Source: an optimization exercise on an open RTL-to-GDS flow (aim: small area, a short achievable clock period and few clock cycles). Production flows keep margins and buffers that such runs may drop.
Only simulation tests tie the RTL to the original design; equivalence was not proved.
Power is estimated from default activity; no workload was simulated.

==> flow/design.v <==
package cache_cmd_pkg;
  localparam logic [3:0] CMD_READ      = 4'd0;
  localparam logic [3:0] CMD_WRITE     = 4'd1;
  localparam logic [3:0] CMD_INVAL     = 4'd3;   
  localparam logic [3:0] CMD_SNOOP_RFO = 4'd4;   
  localparam logic [3:0] CMD_CLEAR     = 4'd8;
  localparam int REQ_BITS = 4 + 32;
endpackage
package cache_line_pkg;
  localparam logic [1:0] MODIFIED  = 2'd0;
  localparam logic [1:0] EXCLUSIVE = 2'd1;
  localparam logic [1:0] SHARED    = 2'd2;
  localparam logic [1:0] INVALID   = 2'd3;
  localparam int EV_RD    = 4;
  localparam int EV_WR    = 3;
  localparam int EV_HIT   = 2;
  localparam int EV_MISS  = 1;
  localparam int EV_WBACK = 0;
endpackage
module cache_top (
  input  logic        Clock,
  input  logic        reset,
  input  logic        psel,
  input  logic        penable,
  input  logic        pwrite,
  input  logic [7:0]  paddr,
  input  logic [31:0] pwdata,
  output logic [31:0] prdata,
  output logic        pready,
  output logic        pslverr
);
  localparam int LINES = 16 * 4;
  logic       access;
  logic       a_addr, a_cmd, rd_ok, cmd_ok;
  logic       wr_addr, do_cmd;
  logic [3:0] c;
  assign access = psel && penable;
  assign c      = pwdata[3:0];
  assign a_addr = (paddr == 8'h00);
  assign a_cmd  = (paddr == 8'h04);
  assign cmd_ok = (c == cache_cmd_pkg::CMD_READ) || (c == cache_cmd_pkg::CMD_WRITE) ||
                  (c == cache_cmd_pkg::CMD_INVAL) || (c == cache_cmd_pkg::CMD_SNOOP_RFO) ||
                  (c == cache_cmd_pkg::CMD_CLEAR);
  assign rd_ok  = (paddr == 8'h00) || (paddr == 8'h08) || (paddr == 8'h10) ||
                  (paddr == 8'h14) || (paddr == 8'h18) || (paddr == 8'h1C) ||
                  (paddr == 8'h20);
  assign pready  = 1'b1;
  assign pslverr = pwrite ? !(a_addr || (a_cmd && cmd_ok)) : !rd_ok;
  assign wr_addr = access && pwrite && a_addr;
  assign do_cmd  = access && pwrite && a_cmd && cmd_ok;
  logic is_rdwr, is_wr, is_inv, is_clr;
  assign is_rdwr = !c[3] && !c[2] && !c[1];
  assign is_wr   = c[0];
  assign is_inv  = c[1];
  assign is_clr  = c[3];
  logic [LINES-1:0][(32 - ($clog2(16)) - ($clog2(64)))-1:0]  line_tag;
  logic [LINES-1:0][1:0]                  line_st;     
  logic [16-1:0][2:0][1:0]       set_lru;     
  logic [32-1:0]            addr_q;
  logic [4:0][16-1:0]        cnt;
  logic [3:0]      lk_match;
  logic [3:0][1:0] lk_st;
  logic [2:0][1:0] lk_lru;
  logic [3:0]       n_set;
  logic [21:0]      n_tag;
  logic [15:0]      n_sel;
  logic [3:0][21:0] n_tagw;
  logic [3:0][1:0]  n_st;
  logic [2:0][1:0]  n_lru;
  logic [3:0]       n_match;
  assign n_set = pwdata[9:6];
  assign n_tag = pwdata[31:10];
  always_comb
  begin
    for (int s = 0; s < 16; s++)
      n_sel[s] = (n_set == s[3:0]);
    n_tagw = '0;
    n_st   = '0;
    n_lru  = '0;
    for (int s = 0; s < 16; s++)
    begin
      for (int w = 0; w < 4; w++)
      begin
        n_tagw[w] = n_tagw[w] | ({22{n_sel[s]}} & line_tag[s*4 + w]);
        n_st[w]   = n_st[w]   | ({2{n_sel[s]}} & line_st[s*4 + w]);
      end
      n_lru = n_lru | ({6{n_sel[s]}} & set_lru[s]);
    end
    for (int w = 0; w < 4; w++)
      n_match[w] = (n_st[w] != 2'b00) && (n_tagw[w] == n_tag);
  end
  logic       hit;
  logic [1:0] hit_way, free_way, way;
  logic       has_free;
  logic [1:0] cur_st, new_st;    
  logic       update;
  logic [3:0] way_oh;
  logic [3:0] set_q;
  logic [1:0] s0, s1, s2, mru;
  logic [2:0][1:0] new_lru;
  assign set_q   = addr_q[9:6];
  assign hit     = |lk_match;
  assign hit_way = {lk_match[3] | lk_match[2], lk_match[3] | lk_match[1]};
  always_comb
  begin
    has_free = 1'b0;
    free_way = '0;
    for (int w = 3; w >= 0; w--)
    begin
      if (lk_st[w] == 2'b00)
      begin
        has_free = 1'b1;
        free_way = w[1:0];
      end
    end
  end
  assign s0  = lk_lru[0] ^ 2'd0;
  assign s1  = lk_lru[1] ^ 2'd1;
  assign s2  = lk_lru[2] ^ 2'd2;
  assign mru = s0 ^ s1 ^ s2 ^ 2'd0 ^ 2'd1 ^ 2'd2 ^ 2'd3;
  assign way    = hit ? hit_way : (has_free ? free_way : s0);
  assign cur_st = lk_st[way];
  always_comb
  begin
    if (!is_rdwr)
      new_st = 2'b00;
    else if (is_wr)
      new_st = 2'b11;
    else if (!hit)
      new_st = 2'b10;
    else if (cur_st == 2'b10)
      new_st = 2'b01;
    else
      new_st = cur_st;
  end
  assign update = is_rdwr || (!is_clr && hit);
  always_comb
  begin
    for (int w = 0; w < 4; w++)
      way_oh[w] = (way == w[1:0]);
    if (way == s0)
      new_lru = {mru ^ 2'd2, s2 ^ 2'd1, s1 ^ 2'd0};
    else if (way == s1)
      new_lru = {mru ^ 2'd2, s2 ^ 2'd1, s0 ^ 2'd0};
    else if (way == s2)
      new_lru = {mru ^ 2'd2, s1 ^ 2'd1, s0 ^ 2'd0};
    else
      new_lru = lk_lru;
  end
  logic [4:0] ev;   
  assign ev[0] = do_cmd && is_rdwr && !is_wr;
  assign ev[1] = do_cmd && is_rdwr && is_wr;
  assign ev[2] = do_cmd && is_rdwr && hit;
  assign ev[3] = do_cmd && is_rdwr && !hit;
  assign ev[4] = do_cmd && cur_st == 2'b11 && ((is_rdwr && !hit) || (is_inv && hit));
  always_ff @(posedge Clock or posedge reset)
  begin
    if (reset)
      cnt <= '0;
    else
      for (int i = 0; i < 5; i++)
        if (ev[i] && cnt[i] != '1)
          cnt[i] <= cnt[i] + 1'b1;
  end
  always_ff @(posedge Clock or posedge reset)
  begin
    if (reset)
      addr_q <= '0;
    else if (wr_addr)
      addr_q <= pwdata;
  end
  always_ff @(posedge Clock or posedge reset)
  begin
    if (reset)
    begin
      lk_match <= '0;
      lk_st    <= '0;
      lk_lru   <= '0;
    end
    else if (wr_addr)
    begin
      lk_match <= n_match;
      lk_st    <= n_st;
      lk_lru   <= n_lru;
    end
    else if (do_cmd && is_clr)
    begin
      lk_match <= '0;
      lk_st    <= '0;
      lk_lru   <= '0;
    end
    else if (do_cmd && update)
    begin
      lk_match <= is_rdwr ? way_oh : 4'b0;
      for (int w = 0; w < 4; w++)
        if (way_oh[w])
          lk_st[w] <= new_st;
      lk_lru <= new_lru;
    end
  end
  for (genvar e = 0; e < LINES; e++)
  begin : g_line
    localparam logic [1:0] W = e % 4;
    localparam logic [3:0] S = e / 4;
    always_ff @(posedge Clock)
    begin
      if (do_cmd && is_rdwr && set_q == S && way == W)
        line_tag[e] <= addr_q[31:10];
    end
    always_ff @(posedge Clock or posedge reset)
    begin
      if (reset)
        line_st[e] <= 2'b00;
      else if (do_cmd && is_clr)
        line_st[e] <= 2'b00;
      else if (do_cmd && update && set_q == S && way == W)
        line_st[e] <= new_st;
    end
  end
  for (genvar s = 0; s < 16; s++)
  begin : g_set
    always_ff @(posedge Clock or posedge reset)
    begin
      if (reset)
        set_lru[s] <= '0;
      else if (do_cmd && is_clr)
        set_lru[s] <= '0;
      else if (do_cmd && update && set_q == s[3:0])
        set_lru[s] <= new_lru;
    end
  end
  logic [1:0] probe;
  always_comb
  begin
    probe = 2'b00;
    for (int w = 0; w < 4; w++)
      if (lk_match[w])
        probe = probe | lk_st[w];
    probe = ~probe;   
  end
  always_comb
  begin
    if (paddr[5])
      prdata = 32'(cnt[4]);
    else if (paddr[4])
      prdata = 32'(cnt[paddr[3:2]]);
    else if (paddr[3])
      prdata = 32'(probe);
    else
      prdata = addr_q;
  end
endmodule
==> flow/config.mk <==
export PLATFORM = sky130hd
export DESIGN_NAME = cache_top
export DESIGN_NICKNAME = cache_top
export VERILOG_FILES = /design/flow/design.v
export SDC_FILE = /design/flow/constraint.sdc
export NUM_CORES = 4
export LEC_CHECK = 0
export CAP_MARGIN = 20
export CORE_MARGIN = 2
export CORE_UTILIZATION = 40
export SETUP_SLACK_MARGIN = 4.5
export SLEW_MARGIN = 20
==> flow/constraint.sdc <==
create_clock -name core_clock -period 9.0 [get_ports {Clock}]
set_input_delay 1.8000 -clock core_clock [delete_from_list [all_inputs] [get_ports {Clock}]]
set_output_delay 1.8000 -clock core_clock [all_outputs]
set_load 0.01 [all_outputs]
run.sh (not shown) runs the stock make flow with config.mk's settings and CLKGATE_MAP_FILE= SYNTH_SCRIPT=/design/flow/synth_recipe.tcl, a recipe that flattens the netlist after the stock synthesis.
The starting point ran to the end with no violations.
Testbench counts at the start, summed over its fixed seeds: cycles 17,704.
Edit:
--- a/flow/config.mk
+++ b/flow/config.mk
@@ -9,4 +9,3 @@
 export CORE_MARGIN = 2
 export CORE_UTILIZATION = 40
-export SETUP_SLACK_MARGIN = 4.5
 export SLEW_MARGIN = 20
- The changed run went through all stages and came out clean
- power falls by 0.75%
- cell area falls by 2.8%
- synthesized area is unchanged

---

cache_top, a different RTL version from the one above (not shown whole).
Size in the first run: ~79 I/O pins, ~0.073 mm^2 of cells after synthesis.
==> flow/design.v (excerpt) <==
module cache_top (
  input  logic        Clock,
  input  logic        reset,
  input  logic        psel,
  input  logic        penable,
  input  logic        pwrite,
  input  logic [7:0]  paddr,
  input  logic [31:0] pwdata,
  output logic [31:0] prdata,
  output logic        pready,
  output logic        pslverr
);
export LEC_CHECK = 0
export CAP_MARGIN = 20
export CORE_MARGIN = 2
export CORE_UTILIZATION = 60
export SETUP_SLACK_MARGIN = 4.4
export SLEW_MARGIN = 20
create_clock -name core_clock -period 9.0 [get_ports {Clock}]
standard.sh (not shown) runs the stock make flow with config.mk's settings and CLKGATE_MAP_FILE= SYNTH_SCRIPT=/design/flow/synth_recipe.tcl, a recipe that flattens the netlist after the stock synthesis.
==> flow/flow/run.sh <==
#!/bin/bash
# Standard layout, with two changes: the clock tree is built from larger sink
# clusters without dummy loads, and the slow 4:1 mux and 3x2-input AOI cells
# are added to the platform's don't-use list (synthesis otherwise puts them on
# the bus read-data path). make's output goes to flow_make.log; each step's
# own log is under orfs/logs.
set -euo pipefail
export CTS_ARGS="-sink_clustering_enable -repair_clock_nets -sink_clustering_size 30 -sink_clustering_max_diameter 80 -dont_use_dummy_load"
PLATFORM_DONT_USE=$(make -s -C "$FLOW_HOME" DESIGN_CONFIG="$PWD/config.mk" WORK_HOME="$PWD/orfs" print-DONT_USE_CELLS | sed -n 's/^DONT_USE_CELLS: //p')
EXTRA="sky130_fd_sc_hd__mux4_1 sky130_fd_sc_hd__mux4_2 sky130_fd_sc_hd__mux4_4 sky130_fd_sc_hd__a222oi_1"
echo "DONT_USE_CELLS: $PLATFORM_DONT_USE $EXTRA" > dont_use.log
bash standard.sh "DONT_USE_CELLS=$PLATFORM_DONT_USE $EXTRA" finish > flow_make.log 2>&1
The starting point ran to the end with no violations.
Testbench counts at the start, summed over its fixed seeds: cycles 17,704.
Rerun with:
- CORE_UTILIZATION: 60 -> 50
- SETUP_SLACK_MARGIN: 4.4 -> 4.7
The changed run passed the timing, design-rule and antenna checks.
Combinational power goes up by about 10%.
Final cell count goes up by 6.0%.
Power goes up by 2.6%.
Worst setup slack is better by 210 ps.
Synthesized area stays the same.
Routed wire length goes up by 5.5%.

-- afterwards: timing with drivers on the ports --
How much do the figures lean on ideal ports? The routed layouts below were timed once more, with nothing changed but the port constraints. Step 1 assumes that a clkbuf_16 drives the clock port and a buf_2 every other input. Step 2 moves the port delays by t, midway between the first and last clock arrival at a register: inputs arrive t later, outputs are due t later. That takes back most of the time a late clock gives input paths. a / b / c = ideal ports / drivers / drivers and shift; a / b = the first two.
run	shift t [ns]	slack for setup (ns)	worst setup path at the end	pins driven straight from the clock port
the first run of note 1	0.926	4.121 / 4.048 / 3.545	input to register	1
the second run of note 1	0.899	2.558 / 2.529 / 2.529	input to output	1
the first run of note 2	0.803	4.032 / 3.887 / 3.084	input to register	1
the second run of note 2	0.833	4.241 / 4.061 / 3.403	input to register	1
After both steps every run listed still meets setup and hold. For the first run of note 2, which loses most, drivers alone change the setup slack by -0.145 ns; drivers and shift together by -0.948 ns.
